Source: an optimization exercise on an open RTL-to-GDS flow (aim: small area). Production flows keep margins and buffers that such runs may drop.
Function was checked by simulation only, so behaviour that the tests miss may differ from the original.
Power figures rest on the tool's default switching activity, not on a simulated workload.

==> run K: inputs <==
==> flow/design.v (excerpt) <==
module regfile_2r2w_sweep #(
  parameter int          DATA_W   = 32,
  parameter int          ADDR_W   = 5,
  parameter logic [31:0] RST_VAL0 = 32'h0000_FFFF,
  parameter logic [31:0] RST_VAL1 = 32'hFFFF_0000,
  parameter bit          ZERO_REG = 1'b0
) (
  input  logic              clk,
  input  logic              Reset,
  input  logic              we_a,
  input  logic [ADDR_W-1:0] waddr_a,
  input  logic [DATA_W-1:0] wdata_a,
  input  logic              we_b,
  input  logic [ADDR_W-1:0] waddr_b,
  input  logic [DATA_W-1:0] wdata_b,
  input  logic              re_a,
  input  logic [ADDR_W-1:0] raddr_a,
  output logic [DATA_W-1:0] rdata_a,
  output logic              rvalid_a,
  input  logic              re_b,
  input  logic [ADDR_W-1:0] raddr_b,
  output logic [DATA_W-1:0] rdata_b,
  output logic              rvalid_b,
  input  logic              clr_req,
  output logic              clr_busy,
  output logic              clr_done
);
  localparam int DEPTH = 2**ADDR_W;
  localparam logic [DATA_W-1:0] INIT0 =
    ZERO_REG ? {DATA_W{1'b0}} : RST_VAL0[DATA_W-1:0];
  localparam logic [DATA_W-1:0] INIT1 = RST_VAL1[DATA_W-1:0];
  logic              r_busy;
  logic              r_done;
  logic [ADDR_W-1:0] r_ptr;
  logic              w_sweep;
  assign w_sweep = r_busy & ~r_done;
  always_ff @(posedge clk or posedge Reset) begin
    if (Reset) begin
      r_busy <= 1'b0;
      r_done <= 1'b0;
      r_ptr  <= '0;
    end else begin
      if (!r_busy) begin
        r_busy <= clr_req;
      end else if (r_done) begin
        r_busy <= 1'b0;
        r_done <= 1'b0;
      end else begin
  ...
==> module rf_rbit, before the edit <==
module rf_rbit #(
  parameter int N = 32
) (
  input  logic [N-1:0] ns,
  input  logic [N-1:0] nsel,
  input  logic         nre,
  input  logic         q,
  input  logic         init,
  output logic         d
);
  assign d = (|(~ns & ~nsel)) | (nre & q) | init;
endmodule
==> module regfile_2r2w_sweep, before the edit <==
module regfile_2r2w_sweep #(
  parameter int          DATA_W   = 32,
  parameter int          ADDR_W   = 5,
  parameter logic [31:0] RST_VAL0 = 32'h0000_FFFF,
  parameter logic [31:0] RST_VAL1 = 32'hFFFF_0000,
  parameter bit          ZERO_REG = 1'b0
) (
  input  logic              clk,
  input  logic              Reset,
  input  logic              we_a,
  input  logic [ADDR_W-1:0] waddr_a,
  input  logic [DATA_W-1:0] wdata_a,
  input  logic              we_b,
  input  logic [ADDR_W-1:0] waddr_b,
  input  logic [DATA_W-1:0] wdata_b,
  input  logic              re_a,
  input  logic [ADDR_W-1:0] raddr_a,
  output logic [DATA_W-1:0] rdata_a,
  output logic              rvalid_a,
  input  logic              re_b,
  input  logic [ADDR_W-1:0] raddr_b,
  output logic [DATA_W-1:0] rdata_b,
  output logic              rvalid_b,
  input  logic              clr_req,
  output logic              clr_busy,
  output logic              clr_done
);
  localparam int DEPTH = 2**ADDR_W;
  localparam logic [DATA_W-1:0] INIT0 =
    ZERO_REG ? {DATA_W{1'b0}} : RST_VAL0[DATA_W-1:0];
  localparam logic [DATA_W-1:0] INIT1 = RST_VAL1[DATA_W-1:0];
  logic              r_busy;
  logic              r_done;
  logic [ADDR_W-1:0] r_ptr;
  logic              w_sweep;
  assign w_sweep = r_busy & ~r_done;
  always_ff @(posedge clk or posedge Reset) begin
    if (Reset) begin
      r_busy <= 1'b0;
      r_done <= 1'b0;
      r_ptr  <= '0;
    end else begin
      if (!r_busy) begin
        r_busy <= clr_req;
      end else if (r_done) begin
        r_busy <= 1'b0;
        r_done <= 1'b0;
      end else begin
        r_ptr  <= r_ptr + 1'b1;
        r_done <= &r_ptr;
      end
    end
  end
  logic [DEPTH-1:0] w_sel_a, w_sel_b, w_hold;
  logic [DEPTH-1:0] r_valid;
  logic [DATA_W-1:0] r_nmem [DEPTH];    
  always_comb begin
    for (int i = 0; i < DEPTH; i++) begin
      w_sel_b[i] = we_b & ~r_busy & (waddr_b == i[ADDR_W-1:0]) &
                   ~(ZERO_REG & (i == 0));
      w_sel_a[i] = we_a & ~r_busy & (waddr_a == i[ADDR_W-1:0]) & ~w_sel_b[i] &
                   ~(ZERO_REG & (i == 0));
      w_hold[i]  = ~(w_sel_a[i] | w_sel_b[i]);
    end
  end
  always_ff @(posedge clk or posedge Reset) begin
    if (Reset) begin
      r_valid <= '0;
    end else begin
      for (int i = 0; i < DEPTH; i++) begin
        if (w_sweep && r_ptr == i[ADDR_W-1:0])
          r_valid[i] <= 1'b0;
        else if (!w_hold[i])
          r_valid[i] <= 1'b1;
      end
    end
  end
  logic [DATA_W-1:0] w_nmem_d [DEPTH];
  for (genvar i = 0; i < DEPTH; i++) begin : g_wr
    for (genvar j = 0; j < DATA_W; j++) begin : g_bit
      rf_wbit u_wbit (
        .sa(w_sel_a[i]), .da(wdata_a[j]),
        .sb(w_sel_b[i]), .db(wdata_b[j]),
        .h (w_hold[i]),  .ns(r_nmem[i][j]),
        .nd(w_nmem_d[i][j])
      );
    end
  end
  always_ff @(posedge clk) begin
    for (int i = 0; i < DEPTH; i++)
      r_nmem[i] <= w_nmem_d[i];
  end
  logic [DATA_W-1:0] r_rdata_a, r_rdata_b;
  logic              r_rvalid_a, r_rvalid_b;
  logic [DATA_W-1:0] w_rd_a, w_rd_b;
  logic [DEPTH-1:0]  w_nrs_a, w_nrs_b;
  logic              w_ri0_a, w_ri1_a, w_ri0_b, w_ri1_b;
  always_comb begin
    for (int i = 0; i < DEPTH; i++) begin
      w_nrs_a[i] = ~(re_a & (raddr_a == i[ADDR_W-1:0]) & r_valid[i] &
                     ~(ZERO_REG & (i == 0)));
      w_nrs_b[i] = ~(re_b & (raddr_b == i[ADDR_W-1:0]) & r_valid[i] &
                     ~(ZERO_REG & (i == 0)));
    end
    w_ri0_a = re_a & (raddr_a == 0) & ~r_valid[0];
    w_ri1_a = re_a & (raddr_a == 1) & ~r_valid[1];
    w_ri0_b = re_b & (raddr_b == 0) & ~r_valid[0];
    w_ri1_b = re_b & (raddr_b == 1) & ~r_valid[1];
  end
  for (genvar j = 0; j < DATA_W; j++) begin : g_rd
    logic [DEPTH-1:0] w_col;
    for (genvar i = 0; i < DEPTH; i++) begin : g_col
      assign w_col[i] = r_nmem[i][j];
    end
    rf_rbit #(.N(DEPTH)) u_rbit_a (
      .ns(w_col), .nsel(w_nrs_a), .nre(~re_a), .q(r_rdata_a[j]),
      .init((INIT0[j] & w_ri0_a) | (INIT1[j] & w_ri1_a)),
      .d(w_rd_a[j])
    );
    rf_rbit #(.N(DEPTH)) u_rbit_b (
      .ns(w_col), .nsel(w_nrs_b), .nre(~re_b), .q(r_rdata_b[j]),
      .init((INIT0[j] & w_ri0_b) | (INIT1[j] & w_ri1_b)),
      .d(w_rd_b[j])
    );
  end
  always_ff @(posedge clk or posedge Reset) begin
    if (Reset) begin
      r_rdata_a  <= '0;
      r_rdata_b  <= '0;
      r_rvalid_a <= 1'b0;
      r_rvalid_b <= 1'b0;
    end else begin
      r_rvalid_a <= re_a;
      r_rvalid_b <= re_b;
      r_rdata_a  <= w_rd_a;
      r_rdata_b  <= w_rd_b;
    end
  end
  assign rdata_a  = r_rdata_a;
  assign rdata_b  = r_rdata_b;
  assign rvalid_a = r_rvalid_a;
  assign rvalid_b = r_rvalid_b;
  assign clr_busy = r_busy;
  assign clr_done = r_done;
endmodule
==> module rf_wbit, before the edit <==
module rf_wbit (
  input  logic sa, da, sb, db, h, ns,
  output logic nd
);
  assign nd = ~((sa & da) | (sb & db) | (h & ~ns));
endmodule
Settings: LEC_CHECK=0, CAP_MARGIN=20, CORE_MARGIN=2, CORE_UTILIZATION=20, PLACE_DENSITY=0.25, SLEW_MARGIN=20, SYNTH_HIERARCHICAL=1, SYNTH_MINIMUM_KEEP_SIZE=0; clock period 5.0 ns.
run.sh (not shown) runs the stock make flow with config.mk's settings and CLKGATE_MAP_FILE= SYNTH_SCRIPT=/design/flow/synth_recipe.tcl, a recipe that flattens the netlist after the stock synthesis.
==> inputs of run Y, as changes to run K <==
--- a/flow/design.v
+++ b/flow/design.v
@@ -161,3 +161,27 @@
 );
-  assign d = (|(~ns & ~nsel)) | (nre & q) | init;
+  logic [N/2-1:0] p;
+  for (genvar k = 0; k < N/2; k++) begin : g_pair
+    rf_rpair u_pair (
+      .ns0(ns[2*k]), .nsel0(nsel[2*k]), .ns1(ns[2*k+1]), .nsel1(nsel[2*k+1]),
+      .y(p[k])
+    );
+  end
+  rf_rtree #(.N(N/2)) u_tree (.p(p), .nre(nre), .q(q), .init(init), .d(d));
 endmodule
+module rf_rpair (
+  input  logic ns0, nsel0, ns1, nsel1,
+  output logic y
+);
+  assign y = (~ns0 & ~nsel0) | (~ns1 & ~nsel1);
+endmodule
+module rf_rtree #(
+  parameter int N = 16
+) (
+  input  logic [N-1:0] p,
+  input  logic         nre,
+  input  logic         q,
+  input  logic         init,
+  output logic         d
+);
+  assign d = (|p) | (nre & q) | init;
+endmodule
==> flow/flow/run.sh (new file) <==
#!/bin/bash
# Standard ORFS layout with a few tool arguments changed:
#  - port buffers are the smallest buffer (repair_design upsizes where needed)
#  - CTS without dummy loads, small clock buffers
#  - power recovery (downsizing of gates with slack) after global routing
set -euo pipefail
export BUFFER_PORTS_ARGS="-buffer_cell sky130_fd_sc_hd__buf_1"
export CTS_ARGS="-sink_clustering_enable -repair_clock_nets -dont_use_dummy_load -sink_clustering_size 20 -sink_clustering_max_diameter 50 -buf_list {sky130_fd_sc_hd__clkbuf_8}"
export RECOVER_POWER=100
bash standard.sh > standard.log 2>&1
==> flow/standard.sh (new file) <==
#!/bin/bash
# synth_recipe.tcl (not shown) runs the flow's synth.tcl, then flattens the netlist and writes it again
# the make line also repeats each setting of config.mk as NAME=value (left out here)
make -C /OpenROAD-flow-scripts/flow DESIGN_CONFIG=/design/flow/config.mk WORK_HOME=/design/flow/orfs CLKGATE_MAP_FILE= SYNTH_SCRIPT=/design/flow/synth_recipe.tcl "${@:-finish}"
Settings changed: CAP_MARGIN 20 to 10, CORE_UTILIZATION 20 to 28, GPL_TIMING_DRIVEN set to 1, PLACE_DENSITY 0.25 to 0.35, SLEW_MARGIN 20 to 10.
removed: flow/run.sh
==> inputs of run D, as changes to run K <==
--- a/flow/design.v
+++ b/flow/design.v
@@ -53,3 +53,3 @@
   end
-  logic [DEPTH-1:0] w_sel_a, w_sel_b, w_hold;
+  logic [DEPTH-1:0] w_sel_a, w_sel_b, w_nhold;
   logic [DEPTH-1:0] r_valid;
@@ -62,3 +62,3 @@
                    ~(ZERO_REG & (i == 0));
-      w_hold[i]  = ~(w_sel_a[i] | w_sel_b[i]);
+      w_nhold[i] = w_sel_a[i] | w_sel_b[i];
     end
@@ -72,3 +72,3 @@
           r_valid[i] <= 1'b0;
-        else if (!w_hold[i])
+        else if (w_nhold[i])
           r_valid[i] <= 1'b1;
@@ -83,3 +83,3 @@
         .sb(w_sel_b[i]), .db(wdata_b[j]),
-        .h (w_hold[i]),  .ns(r_nmem[i][j]),
+        .nh(w_nhold[i]), .ns(r_nmem[i][j]),
         .nd(w_nmem_d[i][j])
@@ -146,6 +146,6 @@
 module rf_wbit (
-  input  logic sa, da, sb, db, h, ns,
+  input  logic sa, da, sb, db, nh, ns,
   output logic nd
 );
-  assign nd = ~((sa & da) | (sb & db) | (h & ~ns));
+  assign nd = ~((sa & da) | (sb & db) | ~(nh | ns));
 endmodule
@@ -161,3 +161,27 @@
 );
-  assign d = (|(~ns & ~nsel)) | (nre & q) | init;
+  logic [N/2-1:0] p;
+  for (genvar k = 0; k < N/2; k++) begin : g_pair
+    rf_rpair u_pair (
+      .ns0(ns[2*k]), .nsel0(nsel[2*k]), .ns1(ns[2*k+1]), .nsel1(nsel[2*k+1]),
+      .y(p[k])
+    );
+  end
+  rf_rtree #(.N(N/2)) u_tree (.p(p), .nre(nre), .q(q), .init(init), .d(d));
 endmodule
+module rf_rpair (
+  input  logic ns0, nsel0, ns1, nsel1,
+  output logic y
+);
+  assign y = (~ns0 & ~nsel0) | (~ns1 & ~nsel1);
+endmodule
+module rf_rtree #(
+  parameter int N = 16
+) (
+  input  logic [N-1:0] p,
+  input  logic         nre,
+  input  logic         q,
+  input  logic         init,
+  output logic         d
+);
+  assign d = (|p) | (nre & q) | init;
+endmodule
==> flow/flow/run.sh (new file) <==
#!/bin/bash
# Standard ORFS layout (the standard.sh) with these changes:
#  - after floorplan, combinational cells are set to their smallest size
#    (flow/downsize.tcl); placement and CTS repairs size them up as needed
#  - port buffers are the smallest buffer (repair_design upsizes where needed)
#  - CTS without dummy loads, clusters of up to 20 sinks, clkbuf_8
set -euo pipefail
here=$(pwd)
export POST_FLOORPLAN_TCL=$here/flow/downsize.tcl
export BUFFER_PORTS_ARGS="-buffer_cell sky130_fd_sc_hd__buf_1"
export CTS_ARGS="-sink_clustering_enable -repair_clock_nets -dont_use_dummy_load -sink_clustering_size 20 -sink_clustering_max_diameter 50 -buf_list {sky130_fd_sc_hd__clkbuf_8}"
bash standard.sh "$@" > standard.log 2>&1
==> flow/flow/downsize.tcl (new file) <==
# Sets every combinational cell to the smallest cell of its family (same
# function, fewer drive strengths). Synthesis sizes cells for speed; the
# repairs later in the flow upsize or buffer where load or timing need it.
set db [ord::get_db]
set block [ord::get_db_block]
set dont_use [expr {[info exists ::env(DONT_USE_CELLS)] ? $::env(DONT_USE_CELLS) : {}}]
proc is_dont_use {name dont_use} {
  foreach p $dont_use { if {[string match $p $name]} { return 1 } }
  return 0
}
array set best {}
array set best_area {}
foreach lib [$db getLibs] {
  foreach m [$lib getMasters] {
    set name [$m getName]
    if {![regexp {^(sky130_fd_sc_hd__[a-z0-9]+)_([0-9]+)$} $name -> base drive]} continue
    if {[$m getType] ne "CORE"} continue
    if {[is_dont_use $name $dont_use]} continue
    set a [expr {double([$m getWidth]) * [$m getHeight]}]
    if {![info exists best($base)] || $a < $best_area($base)} {
      set best($base) $m
      set best_area($base) $a
    }
  }
}
set n 0
set saved 0.0
foreach inst [$block getInsts] {
  set m [$inst getMaster]
  if {[$m getType] ne "CORE"} continue
  if {[$m isSequential]} continue
  set name [$m getName]
  if {![regexp {^(sky130_fd_sc_hd__[a-z0-9]+)_([0-9]+)$} $name -> base drive]} continue
  if {[string match "*__conb*" $name]} continue
  if {![info exists best($base)]} continue
  set b $best($base)
  if {$b eq $m} continue
  set a [expr {double([$m getWidth]) * [$m getHeight]}]
  if {$best_area($base) >= $a} continue
  if {[$inst swapMaster $b]} {
    incr n
    set saved [expr {$saved + ($a - $best_area($base)) / 1e6}]
  }
}
puts "downsize: $n cells set to their family's smallest size, [format %.1f $saved] um2 less"
==> flow/standard.sh (new file) <==
#!/bin/bash
# synth_recipe.tcl (not shown) runs the flow's synth.tcl, then flattens the netlist and writes it again
# the make line also repeats each setting of config.mk as NAME=value (left out here)
make -C /OpenROAD-flow-scripts/flow DESIGN_CONFIG=/design/flow/config.mk WORK_HOME=/design/flow/orfs CLKGATE_MAP_FILE= SYNTH_SCRIPT=/design/flow/synth_recipe.tcl "${@:-finish}"
Settings changed: CORE_UTILIZATION 20 to 25, GPL_TIMING_DRIVEN set to 1, PLACE_DENSITY 0.25 to 0.32.
removed: flow/run.sh
==> run summary <==
Run K finished clean. Run D produced a clean layout. Run Y finished with capacitance limit, slew limit left.
Final area, lowest first: run Y, run D, run K.
Worst setup slack: run D > run K > run Y.
Power, highest first: run K, run D, run Y.
Of run Y and run D, run D has the higher register-to-register slack (gap 1.2 ns).
Against run K, the clock skew of run Y is higher by 0.029 ns.
Of run D and run K, run D has the higher non-clock buffer count (gap 22).
Cell count, lowest first: run Y, run D, run K.
Against run K, the via count of run Y is smaller by about 2.7%.
Clock power: run Y < run D < run K.
==> figures <==
|  | run K | run Y | run D |
|---|---|---|---|
| Outcome | finished clean | finished with violations | finished clean |
| Violated checks | - | capacitance limit, slew limit | - |
| Routed via count | 56300 | 54700 | 54600 |
| Pins over their slew limit | 0 | 357 | 0 |
| Arrival time of data at the critical path endpoint | 4.59 ns | 5.33 ns | 4.42 ns |
| Power in combinational cells | 0.00227 W | 0.00203 W | 0.00293 W |
| Post-synth top area share | 0.411 | 0.418 | 0.380 |
| DR WL met3 | 27300 um | 32500 um | 25800 um |
| Arithmetic-cell share of the synthesized area counting full adders, half adders and majority gates | 0.00150 | 0.00153 | 0.00139 |
| DPL Wire Length | 234000 um | 197000 um | 204000 um |
| Pwr per Cell Area | 377 mW/mm^2 | 334 mW/mm^2 | 371 mW/mm^2 |
| Die width | 503 um | 422 um | 469 um |
| Count of routing violations after the opening detailed-route iteration | 10800 | 11400 | 6372 |
| Fill count | 26400 | 18200 | 22700 |
| Leading power group | clock | registers | registers |
| Net count, final | 5920 | 5645 | 5689 |
| Clock edge transition at the registers on the reported setup and hold paths | 0.05 ns | 0.07 ns | 0.07 ns |
| Switching power summed over all nets | 0.00687 W | 0.00569 W | 0.00687 W |
| Final standard cell utilization of the core | 0.259 | 0.331 | 0.269 |
| Power attributed to the clock group | 0.0115 W | 0.00669 W | 0.00690 W |
| Biggest area consumer among cell classes | multi-input gates | registers | multi-input gates |

-- re-timing with driven ports --
The flow's constraints put no driver on any port. The routed layouts listed below were extracted and timed again, unchanged, in two steps.
Step 1: set_driving_cell puts a clkbuf_16 on clk and a buf_2 on each other input, an assumption about the parent block.
Step 2 adds t to the input delays and takes it off the output delays; t is the mean of the earliest and latest rising clock arrival at the registers after step 1. Input paths then give back, and output paths get back, about the clock's delay inside the block.
Three values: no drivers, after step 1, after step 2; two values: the first two.
run | t (ns) | setup WS [ns] | worst setup path at the end | clock arrival spread, ns | cell pins on the clock port's net
run K | 0.909 | 0.933 / 1.001 / 0.091 | input to register | 0.039 / 0.039 | 1
run Y | 1.000 | 0.392 / 0.433 / -0.566 | input to register | 0.088 / 0.089 | 1
run D | 1.030 | 1.358 / 1.419 / 0.390 | input to register | 0.090 / 0.089 | 1
For run D, which loses most, drivers alone change the setup slack by +0.061 ns; drivers and shift together by -0.968 ns.
